This is an optimization exercise on Yosys and OpenROAD, whose aim is small area, a short achievable clock period and few clock cycles per item, not a production implementation.
Where RTL was checked, it was by simulation tests only, not by an equivalence proof against the original.
Power and IR drop assume default switching activity.

==> 03-07: inputs <==
==> flow/design.v (excerpt) <==
module nvme_prp_list_walker_unit (
    input  logic          aclk,
    input  logic          aresetn,
    input  logic          cfg_valid,
    output logic          cfg_ready,
    input  logic [4:0]    cfg_data,      
    input  logic          s_tvalid,
    output logic          s_tready,
    input  logic [223:0]  s_tdata,       
    input  logic          s_tuser,       
    output logic          m_tvalid,
    input  logic          m_tready,
    output logic [95:0]   m_tdata,       
    output logic [1:0]    m_tuser,       
    output logic          m_tlast        
);
clock: 8.5 ns
lec_check: 0
cap_margin: 20
core_margin: 2
core_utilization: 40
slew_margin: 20
standard.sh (not shown) runs the stock make flow with config.mk's settings and CLKGATE_MAP_FILE= SYNTH_SCRIPT=/design/flow/synth_recipe.tcl, a recipe that flattens the netlist after the stock synthesis.
==> flow/flow/run.sh <==
#!/bin/bash
# The standard layout (standard.sh), with: port buffers of the smallest buffer cell,
# the settings below, and (if flow/abc_speed.script exists) that ABC mapping script in
# place of ORFS's. Each tool's output stays in its ORFS log; make's output in standard.log.
set -e
if [ -f flow/abc_speed.script ]; then
  rm -rf orfs_scripts
  cp -r "$FLOW_HOME/scripts" orfs_scripts
  cp flow/abc_speed.script orfs_scripts/abc_speed.script
fi
export BUFFER_PORTS_ARGS="-buffer_cell sky130_fd_sc_hd__buf_1"
bash standard.sh  SETUP_SLACK_MARGIN=4.5 finish > standard.log 2>&1
==> 06-14 (differences from 03-07) <==
--- a/flow/design.v
+++ b/flow/design.v
@@ -135,38 +135,51 @@
     assign c_gt_2p = (|(in_count & m_hi2)) || ((|(in_count & m_eq1)) && (|(in_count & m_lo1)));
     assign c_nz    = |in_count;
     assign e_zero  = ~|in_entry;
     assign cfg_ready = 1'b1;
     assign m_tvalid  = pending_reg || (dec_ok_reg && dec_yield_reg && m_tready);
     assign pop       = m_tvalid && m_tready;
     assign s_tready  = !pending_reg && dec_ok_reg && (m_tready || !dec_yield_reg);
     assign accept    = s_tvalid && s_tready;
+    logic        sel_first;    
+    logic        sel_entry;    
+    logic        sel_count;    
+    logic [63:0] addr_reg_part;
+    logic [27:0] len_reg_part;
+    assign sel_first = !pending_reg && dec_start_reg;
+    assign sel_entry = !pending_reg && !dec_start_reg && (dec_kind_reg != RES_UNEXPECTED);
+    assign sel_count = !pending_reg && (dec_len_reg == LEN_COUNT);
+    assign addr_reg_part = pending_reg ? fetch_reg : 64'd0;
     always_comb begin
         logic [1:0] len_sel;
-        m_tdata[95:92] = 4'b0;
-        if (pending_reg) begin
-            m_tuser       = walking_reg ? RES_FETCH : RES_SEGMENT;
-            m_tdata[63:0] = fetch_reg;
-            len_sel       = walking_reg ? LEN_ZERO : LEN_LEFT;
-            m_tlast       = 1'b1;
-        end else begin
-            m_tuser       = dec_kind_reg;
-            m_tdata[63:0] = dec_start_reg ? in_first :
-                            ((dec_kind_reg == RES_UNEXPECTED) ? 64'd0 : in_entry);
-            len_sel       = dec_len_reg;
-            m_tlast       = !dec_two_reg;
-        end
+        len_sel = pending_reg ? (walking_reg ? LEN_ZERO : LEN_LEFT) : dec_len_reg;
         case (len_sel)
-            LEN_PAGE:  m_tdata[91:64] = page;
-            LEN_LEFT:  m_tdata[91:64] = left_reg[27:0];
-            LEN_COUNT: m_tdata[91:64] = in_count[27:0];
-            default:   m_tdata[91:64] = 28'd0;
+            LEN_PAGE: len_reg_part = page;
+            LEN_LEFT: len_reg_part = left_reg[27:0];
+            default:  len_reg_part = 28'd0;
         endcase
     end
+    prplw_ao #(.W(64)) u_addr_out (
+        .a  (in_first),
+        .sa (sel_first),
+        .b  (in_entry),
+        .sb (sel_entry),
+        .c  (addr_reg_part),
+        .y  (m_tdata[63:0])
+    );
+    prplw_ao1 #(.W(28)) u_len_out (
+        .a  (in_count[27:0]),
+        .sa (sel_count),
+        .c  (len_reg_part),
+        .y  (m_tdata[91:64])
+    );
+    assign m_tdata[95:92] = 4'b0;
+    assign m_tuser = pending_reg ? (walking_reg ? RES_FETCH : RES_SEGMENT) : dec_kind_reg;
+    assign m_tlast = pending_reg || !dec_two_reg;
     always_ff @(posedge aclk) begin
         dec_start_reg <= is_start;
         if (is_start) begin
             dec_yield_reg <= c_nz;
             dec_two_reg   <= c_gt_p;
             dec_walk_reg  <= c_gt_2p;
             dec_fetch_reg <= 1'b0;
             dec_kind_reg  <= RES_SEGMENT;
@@ -222,8 +235,30 @@
                 pending_reg <= dec_two_reg;
                 walking_reg <= dec_walk_reg;
             end else if (pop) begin
                 pending_reg <= 1'b0;
             end
         end
     end
 endmodule
+module prplw_ao #(
+    parameter int W = 1
+) (
+    input  logic [W-1:0] a,
+    input  logic         sa,
+    input  logic [W-1:0] b,
+    input  logic         sb,
+    input  logic [W-1:0] c,
+    output logic [W-1:0] y
+);
+    assign y = (a & {W{sa}}) | (b & {W{sb}}) | c;
+endmodule
+module prplw_ao1 #(
+    parameter int W = 1
+) (
+    input  logic [W-1:0] a,
+    input  logic         sa,
+    input  logic [W-1:0] c,
+    output logic [W-1:0] y
+);
+    assign y = (a & {W{sa}}) | c;
+endmodule
--- a/flow/flow/run.sh
+++ b/flow/flow/run.sh
@@ -4,9 +4,9 @@
 # place of ORFS's. Each tool's output stays in its ORFS log; make's output in standard.log.
 set -e
 if [ -f flow/abc_speed.script ]; then
   rm -rf orfs_scripts
   cp -r "$FLOW_HOME/scripts" orfs_scripts
   cp flow/abc_speed.script orfs_scripts/abc_speed.script
 fi
 export BUFFER_PORTS_ARGS="-buffer_cell sky130_fd_sc_hd__buf_1"
-bash standard.sh  SETUP_SLACK_MARGIN=4.5 finish > standard.log 2>&1
+bash standard.sh  SETUP_SLACK_MARGIN=4.5 SYNTH_HIERARCHICAL=1 SYNTH_MINIMUM_KEEP_SIZE=0 finish > standard.log 2>&1
==> 03-27 (differences from 03-07) <==
--- a/flow/design.v
+++ b/flow/design.v
@@ -90,20 +90,18 @@
     assign in_second = s_tdata[127:64];
     assign in_count  = s_tdata[159:128];
     assign in_entry  = s_tdata[223:160];
     assign is_start  = (s_tuser == KIND_START);
     always_comb begin
         for (int i = 0; i < 16; i++) sh_hot[i] = (sh_reg == 4'(i));
         m_eq0 = 32'({sh_hot, 12'd0});
         m_eq1 = 32'({sh_hot, 13'd0});
-        m_lo0[0] = 1'b1;
-        for (int i = 1; i < 32; i++) m_lo0[i] = m_lo0[i-1] & ~m_eq0[i-1];
-        m_lo0 = m_lo0 & ~m_eq0;
-        for (int i = 0; i < 32; i++) m_lo0[i] = (i < 12) ? 1'b1 : m_lo0[i];
+        for (int i = 0; i < 32; i++)
+            m_lo0[i] = (i < 12) || ((i < 28) && (4'(i - 12) < sh_reg));
         m_lo1 = {m_lo0[30:0], 1'b1};
         m_hi1 = ~(m_lo0 | m_eq0);
         m_hi2 = ~(m_lo1 | m_eq1);
         m_slot = m_lo0[27:3];
     end
     assign page = m_eq0[27:0];
     function automatic logic [63:0] prefix_and(input logic [63:0] a);
         logic [63:0] p;
@@ -135,38 +133,51 @@
     assign c_gt_2p = (|(in_count & m_hi2)) || ((|(in_count & m_eq1)) && (|(in_count & m_lo1)));
     assign c_nz    = |in_count;
     assign e_zero  = ~|in_entry;
     assign cfg_ready = 1'b1;
     assign m_tvalid  = pending_reg || (dec_ok_reg && dec_yield_reg && m_tready);
     assign pop       = m_tvalid && m_tready;
     assign s_tready  = !pending_reg && dec_ok_reg && (m_tready || !dec_yield_reg);
     assign accept    = s_tvalid && s_tready;
+    logic        sel_first;    
+    logic        sel_entry;    
+    logic        sel_count;    
+    logic [63:0] addr_reg_part;
+    logic [27:0] len_reg_part;
+    assign sel_first = !pending_reg && dec_start_reg;
+    assign sel_entry = !pending_reg && !dec_start_reg && (dec_kind_reg != RES_UNEXPECTED);
+    assign sel_count = !pending_reg && (dec_len_reg == LEN_COUNT);
+    assign addr_reg_part = pending_reg ? fetch_reg : 64'd0;
     always_comb begin
         logic [1:0] len_sel;
-        m_tdata[95:92] = 4'b0;
-        if (pending_reg) begin
-            m_tuser       = walking_reg ? RES_FETCH : RES_SEGMENT;
-            m_tdata[63:0] = fetch_reg;
-            len_sel       = walking_reg ? LEN_ZERO : LEN_LEFT;
-            m_tlast       = 1'b1;
-        end else begin
-            m_tuser       = dec_kind_reg;
-            m_tdata[63:0] = dec_start_reg ? in_first :
-                            ((dec_kind_reg == RES_UNEXPECTED) ? 64'd0 : in_entry);
-            len_sel       = dec_len_reg;
-            m_tlast       = !dec_two_reg;
-        end
+        len_sel = pending_reg ? (walking_reg ? LEN_ZERO : LEN_LEFT) : dec_len_reg;
         case (len_sel)
-            LEN_PAGE:  m_tdata[91:64] = page;
-            LEN_LEFT:  m_tdata[91:64] = left_reg[27:0];
-            LEN_COUNT: m_tdata[91:64] = in_count[27:0];
-            default:   m_tdata[91:64] = 28'd0;
+            LEN_PAGE: len_reg_part = page;
+            LEN_LEFT: len_reg_part = left_reg[27:0];
+            default:  len_reg_part = 28'd0;
         endcase
     end
+    prplw_ao #(.W(64)) u_addr_out (
+        .a  (in_first),
+        .sa (sel_first),
+        .b  (in_entry),
+        .sb (sel_entry),
+        .c  (addr_reg_part),
+        .y  (m_tdata[63:0])
+    );
+    prplw_ao1 #(.W(28)) u_len_out (
+        .a  (in_count[27:0]),
+        .sa (sel_count),
+        .c  (len_reg_part),
+        .y  (m_tdata[91:64])
+    );
+    assign m_tdata[95:92] = 4'b0;
+    assign m_tuser = pending_reg ? (walking_reg ? RES_FETCH : RES_SEGMENT) : dec_kind_reg;
+    assign m_tlast = pending_reg || !dec_two_reg;
     always_ff @(posedge aclk) begin
         dec_start_reg <= is_start;
         if (is_start) begin
             dec_yield_reg <= c_nz;
             dec_two_reg   <= c_gt_p;
             dec_walk_reg  <= c_gt_2p;
             dec_fetch_reg <= 1'b0;
             dec_kind_reg  <= RES_SEGMENT;
@@ -222,8 +233,30 @@
                 pending_reg <= dec_two_reg;
                 walking_reg <= dec_walk_reg;
             end else if (pop) begin
                 pending_reg <= 1'b0;
             end
         end
     end
 endmodule
+module prplw_ao #(
+    parameter int W = 1
+) (
+    input  logic [W-1:0] a,
+    input  logic         sa,
+    input  logic [W-1:0] b,
+    input  logic         sb,
+    input  logic [W-1:0] c,
+    output logic [W-1:0] y
+);
+    assign y = (a & {W{sa}}) | (b & {W{sb}}) | c;
+endmodule
+module prplw_ao1 #(
+    parameter int W = 1
+) (
+    input  logic [W-1:0] a,
+    input  logic         sa,
+    input  logic [W-1:0] c,
+    output logic [W-1:0] y
+);
+    assign y = (a & {W{sa}}) | c;
+endmodule
--- a/flow/flow/run.sh
+++ b/flow/flow/run.sh
@@ -4,9 +4,9 @@
 # place of ORFS's. Each tool's output stays in its ORFS log; make's output in standard.log.
 set -e
 if [ -f flow/abc_speed.script ]; then
   rm -rf orfs_scripts
   cp -r "$FLOW_HOME/scripts" orfs_scripts
   cp flow/abc_speed.script orfs_scripts/abc_speed.script
 fi
 export BUFFER_PORTS_ARGS="-buffer_cell sky130_fd_sc_hd__buf_1"
-bash standard.sh  SETUP_SLACK_MARGIN=4.5 finish > standard.log 2>&1
+bash standard.sh  SETUP_SLACK_MARGIN=4.65 SYNTH_HIERARCHICAL=1 SYNTH_MINIMUM_KEEP_SIZE=0 finish > standard.log 2>&1
==> 03-04 (differences from 03-07) <==
--- a/flow/flow/run.sh
+++ b/flow/flow/run.sh
@@ -4,9 +4,9 @@
 # place of ORFS's. Each tool's output stays in its ORFS log; make's output in standard.log.
 set -e
 if [ -f flow/abc_speed.script ]; then
   rm -rf orfs_scripts
   cp -r "$FLOW_HOME/scripts" orfs_scripts
   cp flow/abc_speed.script orfs_scripts/abc_speed.script
 fi
 export BUFFER_PORTS_ARGS="-buffer_cell sky130_fd_sc_hd__buf_1"
-bash standard.sh  SETUP_SLACK_MARGIN=4.5 finish > standard.log 2>&1
+bash standard.sh  SETUP_SLACK_MARGIN=4.0 finish > standard.log 2>&1
==> qor summary <==
item                                                            03-07       06-14       03-04       03-27
Outcome                              no timing/DRC/antenna violations  no timing/DRC/antenna violations  no timing/DRC/antenna violations  no timing/DRC/antenna violations
Vertical die dimension                                         172 um      172 um      172 um      173 um
Length of routed wiring on met1                               18.0 mm     17.8 mm     17.5 mm     18.3 mm
Combinational power                                          0.390 mW    0.354 mW    0.345 mW    0.439 mW
Fmax                                                          244 MHz     249 MHz     219 MHz     247 MHz
Via density                                                      5.93        5.90        5.88        5.94
Final weighted congestion in routability-driven placement       0.929       0.894       0.935       0.941
Initial core utilization                                        0.406       0.406       0.406       0.409
Seq/total area                                                  0.285       0.288       0.299       0.259
IR Drop Worst-Case VDD                                         116 uV      111 uV      100 uV      118 uV
Proportion of synthesized area in mux cells                    0.0585      0.0591      0.0585      0.0588
Count of inverters not on the clock network in the layout          28          25          28          28
Area taken by flip-flops and latches                       3970 sq um  3970 sq um  3970 sq um  3970 sq um
Fin nets                                                         1910        1820        1899        1897
Area share of xor/xnor cells in the synthesized design         0.0498      0.0483      0.0498      0.0437
Post-Place Cells                                                 1976        1881        1980        1899
Worst Setup Path Type                                       in -> out   in -> out  reg -> out   in -> out
Clk pwr                                                      0.720 mW    0.807 mW    0.718 mW    0.741 mW
Final Non-Filler Cells                                           2026        1942        2014        2006
Worst endpoint data arrival time                              2.39 ns     2.31 ns     2.86 ns     2.35 ns
Count of inserted antenna diode cells                               4          12           3           1
Testbench counts of 06-14, summed over its fixed seeds: cycles 24,007, items 12,000.
Testbench counts of 03-27, summed over its fixed seeds: cycles 24,007, items 12,000.
Function not checked in 03-07 and 03-04: the RTL went through the layout flow alone.

==> port drivers added, routing unchanged <==
The flow's constraints put no driver on any port. The routed layouts listed below were extracted and timed again, unchanged, in two steps.
Step 1: set_driving_cell puts a clkbuf_16 on aclk and a buf_2 on each other input, an assumption about the parent block.
Step 2 adds t to the input delays and takes it off the output delays; t is the mean of the earliest and latest rising clock arrival at the registers after step 1. Input paths then give back, and output paths get back, about the clock's delay inside the block.
Slacks: ideal ports / drivers / drivers and shift; pairs: ideal ports / drivers.
| run | t (ns) | slack for setup (ns) | worst hold slack (ns) | clock arrival spread, ns | worst slew at a driven data input, ns |
|---|---|---|---|---|---|
| 03-07 | 0.466 | 4.406 / 4.369 / 4.369 | 0.465 / 0.465 / 0.465 | 0.013 / 0.013 | 0.11 |
| 06-14 | 0.460 | 4.486 / 4.442 / 4.098 | 0.476 / 0.476 / 0.476 | 0.012 / 0.012 | 0.11 |
| 03-27 | 0.465 | 4.446 / 4.404 / 4.216 | 0.471 / 0.471 / 0.471 | 0.011 / 0.011 | 0.12 |
| 03-04 | 0.473 | 3.944 / 3.892 / 4.048 | 0.478 / 0.478 / 0.478 | 0.016 / 0.016 | 0.09 |
After both steps every run listed still meets setup and hold. The setup slack of 06-14, which loses most, moves by -0.044 ns with the drivers and by -0.388 ns with both steps.
